Source: an optimization exercise on an open RTL-to-GDS flow (aim: small area, a short achievable clock period and few clock cycles per item). Production flows keep margins and buffers that such runs may drop. Only simulation tests tie the RTL to the original design; equivalence was not proved. No activity file was given, so power comes from the tool's default toggle rates. No driver is modelled on the clock port, so clocking that relies on it looks cheaper here than on a real chip.

==> flow/design.v <==
package cprt_pkg;
  localparam int TABLE_DEPTH = 64;
  localparam int IDX_BITS    = $clog2(TABLE_DEPTH);
  localparam int ID_BITS     = 16;
  localparam int COUNT_BITS  = 8;
  localparam logic [IDX_BITS-1:0]   IDX_LAST  = IDX_BITS'(TABLE_DEPTH - 1);
  localparam logic [COUNT_BITS-1:0] COUNT_MAX = {COUNT_BITS{1'b1}};
  localparam logic [COUNT_BITS-1:0] COUNT_ONE = COUNT_BITS'(1);
  localparam logic [1:0] EV_NONE  = 2'd0;
  localparam logic [1:0] EV_BEGAN = 2'd1;
  localparam logic [1:0] EV_ENDED = 2'd2;
  localparam logic [1:0] EV_FULL  = 2'd3;
  typedef struct packed {
    logic [ID_BITS-1:0]    low_id;
    logic [ID_BITS-1:0]    high_id;
    logic [COUNT_BITS-1:0] count;
  } entry_t;
  typedef struct packed {
    logic load;      
  } cprt_cmd_t;
  typedef struct packed {
    logic unused;
  } cprt_sts_t;
endpackage
module cprt_ctrl
(
  input  logic      clk,
  input  logic      rst_n,
  input  logic      start,
  input  cprt_pkg::cprt_sts_t sts,
  output cprt_pkg::cprt_cmd_t cmd,
  output logic      busy
);
  assign cmd.load = start & rst_n;
  assign busy     = 1'b0;
endmodule
module cprt_dp
(
  input  logic                  clk,
  input  logic                  rst_n,
  input  cprt_pkg::cprt_cmd_t             cmd,
  output cprt_pkg::cprt_sts_t             sts,
  input  logic                  in_is_end,
  input  logic [cprt_pkg::ID_BITS-1:0]    in_body_a,
  input  logic [cprt_pkg::ID_BITS-1:0]    in_body_b,
  output logic                  out_strobe,
  output logic [1:0]            out_event_res,
  output logic [cprt_pkg::ID_BITS-1:0]    out_pair_low,
  output logic [cprt_pkg::ID_BITS-1:0]    out_pair_high,
  output logic [cprt_pkg::COUNT_BITS-1:0] out_live_count
);
  localparam int N  = cprt_pkg::TABLE_DEPTH;
  localparam int IB = cprt_pkg::ID_BITS;
  localparam int CB = cprt_pkg::COUNT_BITS;
  logic [IB-1:0] lo_m  [0:N-1];
  logic [IB-1:0] hi_m  [0:N-1];
  logic [CB-1:0] cnt_m [0:N-1];
  logic [N-1:0]  valid_r;
  logic [N-1:0]  ff_r;         
  logic          nfull_r;      
  logic          v0_r;
  logic          e0_r;
  logic [IB-1:0] a0_r;
  logic [IB-1:0] b0_r;
  logic          va1_r;
  logic          ea1_r;
  logic [IB-1:0] loa1_r;
  logic [IB-1:0] hia1_r;
  logic          va_r;
  logic          ea_r;
  logic [IB-1:0] loa_r;
  logic [IB-1:0] hia_r;
  logic [N-1:0]  pml_r;        
  logic [N-1:0]  pmh_r;        
  logic          vb_r;
  logic          eb_r;
  logic [IB-1:0] lob_r;
  logic [IB-1:0] hib_r;
  logic [N-1:0]  mb_r;
  logic          same_bc_r;    
  logic          vc_r;
  logic          ec_r;
  logic [IB-1:0] loc_r;
  logic [IB-1:0] hic_r;
  logic [N-1:0]  mc_r;
  logic          hc_r;         
  logic [CB-1:0] cc_r;         
  logic          strobe_r;
  logic [1:0]    ev_r;
  logic [CB-1:0] live_r;
  logic [IB-1:0] out_lo_r;
  logic [IB-1:0] out_hi_r;
  logic [N-1:0]  pml;
  logic [N-1:0]  pmh;
  logic [N-1:0]  hv;
  logic          same_ac;
  logic [CB-1:0] rd_cnt;
  logic [N-1:0]  ff_alloc;
  logic [N-1:0]  ff_freed;
  logic          any_free;
  logic [CB-1:0] new_cnt;
  logic          alloc;
  logic          freed;
  logic [N-1:0]  res_vec;
  logic          res_hit;
  logic [CB-1:0] res_cnt;
  logic [1:0]    ev_nxt;
  logic [CB-1:0] live_nxt;
  assign sts.unused = 1'b0;
  always_ff @(posedge clk) begin
    v0_r   <= cmd.load;
    e0_r   <= in_is_end;
    a0_r   <= in_body_a;
    b0_r   <= in_body_b;
    va1_r  <= v0_r && rst_n;
    ea1_r  <= e0_r;
    loa1_r <= (a0_r < b0_r) ? a0_r : b0_r;
    hia1_r <= (a0_r < b0_r) ? b0_r : a0_r;
  end
  always_comb begin
    for (int i = 0; i < N; i++) begin
      pml[i] = ff_r[i] ? (loc_r == loa1_r) : (lo_m[i] == loa1_r);
      pmh[i] = ff_r[i] ? (hic_r == hia1_r) : (hi_m[i] == hia1_r);
    end
  end
  always_ff @(posedge clk) begin
    va_r  <= va1_r && rst_n;
    ea_r  <= ea1_r;
    loa_r <= loa1_r;
    hia_r <= hia1_r;
    pml_r <= pml;
    pmh_r <= pmh;
  end
  assign hv = valid_r & pml_r & pmh_r;
  assign same_ac = vc_r && (loa_r == loc_r) && (hia_r == hic_r);
  always_ff @(posedge clk) begin
    vb_r      <= va_r && rst_n;
    eb_r      <= ea_r;
    lob_r     <= loa_r;
    hib_r     <= hia_r;
    mb_r      <= !va_r ? '0 : same_ac ? res_vec : hv;
    same_bc_r <= va_r && vb_r && (loa_r == lob_r) && (hia_r == hib_r);
  end
  always_comb begin
    rd_cnt = '0;
    for (int i = 0; i < N; i++) begin
      rd_cnt = rd_cnt | ({CB{mb_r[i]}} & cnt_m[i]);
    end
  end
  always_ff @(posedge clk) begin
    vc_r  <= vb_r && rst_n;
    ec_r  <= eb_r;
    loc_r <= lob_r;
    hic_r <= hib_r;
    if (same_bc_r) begin
      mc_r <= res_vec;
      hc_r <= res_hit;
      cc_r <= res_cnt;
    end else begin
      mc_r <= mb_r;
      hc_r <= |mb_r;
      cc_r <= rd_cnt;
    end
  end
  always_comb begin
    logic seen_a, seen_f;
    seen_a = 1'b0;
    seen_f = 1'b0;
    for (int i = 0; i < N; i++) begin
      ff_alloc[i] = !valid_r[i] && !ff_r[i] && !seen_a;
      seen_a      = seen_a || (!valid_r[i] && !ff_r[i]);
      ff_freed[i] = (ff_r[i] || mc_r[i]) && !seen_f;
      seen_f      = seen_f || ff_r[i] || mc_r[i];
    end
  end
  assign any_free = nfull_r;
  assign new_cnt = !ec_r ? ((cc_r == cprt_pkg::COUNT_MAX) ? cc_r : cc_r + cprt_pkg::COUNT_ONE)
                         : cc_r - cprt_pkg::COUNT_ONE;
  assign alloc = vc_r && !ec_r && !hc_r && any_free;
  assign freed = vc_r && ec_r && hc_r && (cc_r <= cprt_pkg::COUNT_ONE);
  assign res_vec = (mc_r & {N{!freed}}) | (ff_r & {N{alloc}});
  assign res_hit = (hc_r && !freed) || alloc;
  assign res_cnt = res_hit ? new_cnt : '0;
  always_ff @(posedge clk) begin
    for (int i = 0; i < N; i++) begin
      if (ff_r[i]) begin
        lo_m[i] <= loc_r;
        hi_m[i] <= hic_r;
      end
      if (ff_r[i] || mc_r[i]) begin
        cnt_m[i] <= new_cnt;
      end
    end
  end
  always_ff @(posedge clk) begin
    if (!rst_n) begin
      valid_r <= '0;
      ff_r    <= N'(1);
      nfull_r <= 1'b1;
    end else begin
      valid_r <= (valid_r & ~(mc_r & {N{freed}})) | (ff_r & {N{alloc}});
      if (alloc) begin
        ff_r    <= ff_alloc;
        nfull_r <= |ff_alloc;
      end else if (freed) begin
        ff_r    <= ff_freed;
        nfull_r <= 1'b1;
      end
    end
  end
  always_comb begin
    ev_nxt   = cprt_pkg::EV_NONE;
    live_nxt = new_cnt;
    if (!ec_r) begin
      if (!hc_r) begin
        if (any_free) begin
          ev_nxt = cprt_pkg::EV_BEGAN;
        end else begin
          ev_nxt   = cprt_pkg::EV_FULL;
          live_nxt = '0;
        end
      end
    end else begin
      if (!hc_r) begin
        live_nxt = '0;
      end else if (cc_r <= cprt_pkg::COUNT_ONE) begin
        ev_nxt = cprt_pkg::EV_ENDED;
      end
    end
  end
  always_ff @(posedge clk) begin
    if (!rst_n) begin
      strobe_r <= 1'b0;
    end else begin
      strobe_r <= vc_r;
    end
    ev_r     <= ev_nxt;
    live_r   <= live_nxt;
    out_lo_r <= loc_r;
    out_hi_r <= hic_r;
  end
  assign out_strobe     = strobe_r;
  assign out_event_res  = ev_r;
  assign out_pair_low   = out_lo_r;
  assign out_pair_high  = out_hi_r;
  assign out_live_count = live_r;
endmodule
module contact_pair_refcount_table
(
  input  logic                  clk,
  input  logic                  rst_n,
  input  logic                  start,
  output logic                  busy,
  input  logic                  in_is_end,
  input  logic [cprt_pkg::ID_BITS-1:0]    in_body_a,
  input  logic [cprt_pkg::ID_BITS-1:0]    in_body_b,
  output logic                  out_strobe,
  output logic [1:0]            out_event_res,
  output logic [cprt_pkg::ID_BITS-1:0]    out_pair_low,
  output logic [cprt_pkg::ID_BITS-1:0]    out_pair_high,
  output logic [cprt_pkg::COUNT_BITS-1:0] out_live_count
);
  cprt_pkg::cprt_cmd_t cmd;
  cprt_pkg::cprt_sts_t sts;
  cprt_ctrl u_ctrl (
    .clk   (clk),
    .rst_n (rst_n),
    .start (start),
    .sts   (sts),
    .cmd   (cmd),
    .busy  (busy)
  );
  cprt_dp u_dp (
    .clk            (clk),
    .rst_n          (rst_n),
    .cmd            (cmd),
    .sts            (sts),
    .in_is_end      (in_is_end),
    .in_body_a      (in_body_a),
    .in_body_b      (in_body_b),
    .out_strobe     (out_strobe),
    .out_event_res  (out_event_res),
    .out_pair_low   (out_pair_low),
    .out_pair_high  (out_pair_high),
    .out_live_count (out_live_count)
  );
endmodule
clock: 5.0 ns
lec_check: 0
cap_margin: 20
core_margin: 2
core_utilization: 45
cts_cluster_diameter: 100
cts_cluster_size: 30
setup_slack_margin: 2.2
slew_margin: 20
run.sh (not shown) runs the stock make flow with config.mk's settings and CLKGATE_MAP_FILE= SYNTH_SCRIPT=/design/flow/synth_recipe.tcl, a recipe that flattens the netlist after the stock synthesis.
Testbench counts at the start, summed over its fixed seeds: cycles 4,048, items 4,000.
Then changed:
==> flow/flow/run.sh (new file) <==
#!/bin/bash
# Own layout flow: the standard flow (standard.sh, unchanged synthesis)
# with two placement/CTS choices made through ORFS's own variables:
#  - ports are buffered with buf_4 instead of the default delay buffer
#  - CTS clusters up to 30 sinks and inserts no dummy loads
# Each tool's full output goes to ORFS's logs under orfs/logs; the make
# output goes to standard.log in the work folder.
set -euo pipefail
export BUFFER_PORTS_ARGS="-buffer_cell sky130_fd_sc_hd__buf_4"
export CTS_ARGS="-sink_clustering_enable -repair_clock_nets -sink_clustering_size 30 -sink_clustering_max_diameter 100 -dont_use_dummy_load"
bash standard.sh > standard.log 2>&1
==> flow/standard.sh (new file) <==
#!/bin/bash
# synth_recipe.tcl (not shown) runs the flow's synth.tcl, then flattens the netlist and writes it again
# the make line also repeats each setting of config.mk as NAME=value (left out here)
make -C /OpenROAD-flow-scripts/flow DESIGN_CONFIG=/design/flow/config.mk WORK_HOME=/design/flow/orfs CLKGATE_MAP_FILE= SYNTH_SCRIPT=/design/flow/synth_recipe.tcl "${@:-finish}"
--- a/flow/config.mk
+++ b/flow/config.mk
@@ -11,3 +11 @@
-export CTS_CLUSTER_DIAMETER = 100
-export CTS_CLUSTER_SIZE = 30
-export SETUP_SLACK_MARGIN = 2.2
+export SETUP_SLACK_MARGIN = 2.4
removed: flow/run.sh
Result: The changed run passed the timing, DRC and antenna checks. Clock power goes down by about 8%. Flip-flop and latch count is unchanged. Area after synthesis is unchanged.


## build 62
contact_pair_refcount_table, a different RTL version from the one above (not shown whole).
For scale: roughly 8400 cells after synthesis, roughly 80 I/O pins, ~130000 um2 of cells after synthesis.
Design contact_pair_refcount_table, start of the top module:
module contact_pair_refcount_table
(
  input  logic                  clk,
  input  logic                  rst_n,
  input  logic                  start,
  output logic                  busy,
  input  logic                  in_is_end,
  input  logic [cprt_pkg::ID_BITS-1:0]    in_body_a,
  input  logic [cprt_pkg::ID_BITS-1:0]    in_body_b,
  output logic                  out_strobe,
  output logic [1:0]            out_event_res,
  output logic [cprt_pkg::ID_BITS-1:0]    out_pair_low,
  output logic [cprt_pkg::ID_BITS-1:0]    out_pair_high,
  output logic [cprt_pkg::COUNT_BITS-1:0] out_live_count
);
  cprt_pkg::cprt_cmd_t cmd;
  cprt_pkg::cprt_sts_t sts;
  cprt_ctrl u_ctrl (
    .clk   (clk),
    .rst_n (rst_n),
    .start (start),
    .sts   (sts),
    .cmd   (cmd),
    .busy  (busy)
  );
  cprt_dp u_dp (
    .clk            (clk),
    .rst_n          (rst_n),
    .cmd            (cmd),
    .sts            (sts),
    .in_is_end      (in_is_end),
    .in_body_a      (in_body_a),
    .in_body_b      (in_body_b),
    .out_strobe     (out_strobe),
    .out_event_res  (out_event_res),
    .out_pair_low   (out_pair_low),
    .out_pair_high  (out_pair_high),
    .out_live_count (out_live_count)
  );
endmodule
Settings: LEC_CHECK=0, CAP_MARGIN=20, CORE_MARGIN=2, CORE_UTILIZATION=45, SETUP_SLACK_MARGIN=2.35, SLEW_MARGIN=20; clock period 5.0 ns.
standard.sh (not shown) runs the stock make flow with config.mk's settings and CLKGATE_MAP_FILE= SYNTH_SCRIPT=/design/flow/synth_recipe.tcl, a recipe that flattens the netlist after the stock synthesis.
==> flow/flow/run.sh <==
#!/bin/bash
# Own layout flow: the standard flow (standard.sh, unchanged synthesis)
# with two placement/CTS choices made through ORFS's own variables:
#  - ports are buffered with buf_4 instead of the default delay buffer
#  - CTS clusters up to 24 sinks and inserts no dummy loads
# Each tool's full output goes to ORFS's logs under orfs/logs; the make
# output goes to standard.log in the work folder.
set -euo pipefail
export BUFFER_PORTS_ARGS="-buffer_cell sky130_fd_sc_hd__buf_4"
export CTS_ARGS="-sink_clustering_enable -repair_clock_nets -sink_clustering_size 24 -sink_clustering_max_diameter 90 -dont_use_dummy_load"
bash standard.sh > standard.log 2>&1
Build 62 did not stop at any stage, and its layout met the timing, DRC and antenna checks.
Testbench counts of build 62, summed over its fixed seeds: cycles 4,048, items 4,000.
[inputs] build 2 vs build 62
Settings: SETUP_SLACK_MARGIN now 2.5, was 2.35.
==> run notes <==
Looking at build 2 and build 62, the placed cell count is a wash. Lower largest incremental delay on the critical path was reported by build 62, not build 2. Summary — clock skew, build 2 relative to build 62: lower, by 0.031 ns.
--- input diff build 2..build 91 ---
Settings: CTS_CLUSTER_DIAMETER: unset -> 90; SETUP_SLACK_MARGIN: 2.5 -> 2.65; CTS_CLUSTER_SIZE: unset -> 24.
==> flow/run.sh (new file) <==
#!/bin/bash
# synth_recipe.tcl (not shown) runs the flow's synth.tcl, then flattens the netlist and writes it again
# the make line also repeats each setting of config.mk as NAME=value (left out here)
make -C /OpenROAD-flow-scripts/flow DESIGN_CONFIG=/design/flow/config.mk WORK_HOME=/design/flow/orfs CLKGATE_MAP_FILE= SYNTH_SCRIPT=/design/flow/synth_recipe.tcl finish
removed: flow/flow/run.sh
removed: flow/standard.sh
==> comparison <==
Build 91 was carried through to the last stage, and its layout satisfied the timing, DRC and antenna checks.
Diff build 2 -> build 91: fraction of layout instances using a drive strength above 1 now sits higher; total track usage now sits higher; area added between synthesis and finish now sits higher.
### build 91 -> build 59
Settings: a change of CAP_MARGIN from 20 to 10; a change of SLEW_MARGIN from 20 to 10; a change of SETUP_SLACK_MARGIN from 2.65 to 2.5.
--- outcome ---
- Build 59 vs build 91, start point of the critical path: u_dp.mb_r[8]$_SDFF_PN0_ vs u_dp.mc_r[12]$_DFF_P_
- The higher final area of build 59 and build 91 is in build 91.
- Of build 59 and build 91, build 91 shows the lower upper clock frequency limit, with build 59 above it.
- As of build 59, HPWL after detailed placement had fallen slightly compared to build 91.
- Lower worst-case hold slack was reported by build 91, not build 59.
Inputs modified between build 59 and build 25:
Settings: swapping 10 for 20 in CAP_MARGIN; swapping 2.5 for 2.35 in SETUP_SLACK_MARGIN; swapping 10 for 20 in SLEW_MARGIN.
Build 25 finished every step from synthesis to the final layout, and the layout passed the timing, DRC and antenna checks.
Global-route usage over all layers delta for build 25 relative to build 59: 1.1 points lower
Total power of build 25 is lower than that of build 59.
Comparing build 25 against build 59, there is no change at all in area share of xor/xnor cells in the synthesized design.
Diff build 59 and build 25: clock power share higher in build 59

==> port drivers added, routing unchanged <==
How much do the figures lean on ideal ports? The routed layouts below were timed once more, with nothing changed but the port constraints.
Step 1, drivers: a clkbuf_16 drives clk and a buf_2 each remaining input, both assumed.
Step 2 adds t to the input delays and takes it off the output delays; t is the mean of the earliest and latest rising clock arrival at the registers after step 1. Input paths then give back, and output paths get back, about the clock's delay inside the block.
Three values: no drivers, after step 1, after step 2; two values: the first two.
run	t, ns	slack for setup (ns)	clock arrival spread, ns	worst register clock-pin slew, ns
the first run of note 1	0.954	2.061 / 2.061 / 1.657	0.056 / 0.056	0.12 / 0.12
the second run of note 1	0.915	2.089 / 2.089 / 1.906	0.168 / 0.168	0.12 / 0.12
build 62	0.972	2.246 / 2.246 / 1.669	0.139 / 0.138	0.11 / 0.11
build 2	0.963	2.345 / 2.345 / 1.695	0.111 / 0.110	0.10 / 0.10
build 91	0.982	2.411 / 2.411 / 2.051	0.060 / 0.059	0.11 / 0.11
build 59	0.956	2.424 / 2.424 / 2.029	0.090 / 0.090	0.10 / 0.10
build 25	0.980	2.259 / 2.259 / 2.065	0.083 / 0.084	0.11 / 0.11
After both steps every run listed still meets setup and hold. For build 2, which loses most, drivers alone change the setup slack by 0.000 ns; drivers and shift together by -0.650 ns.
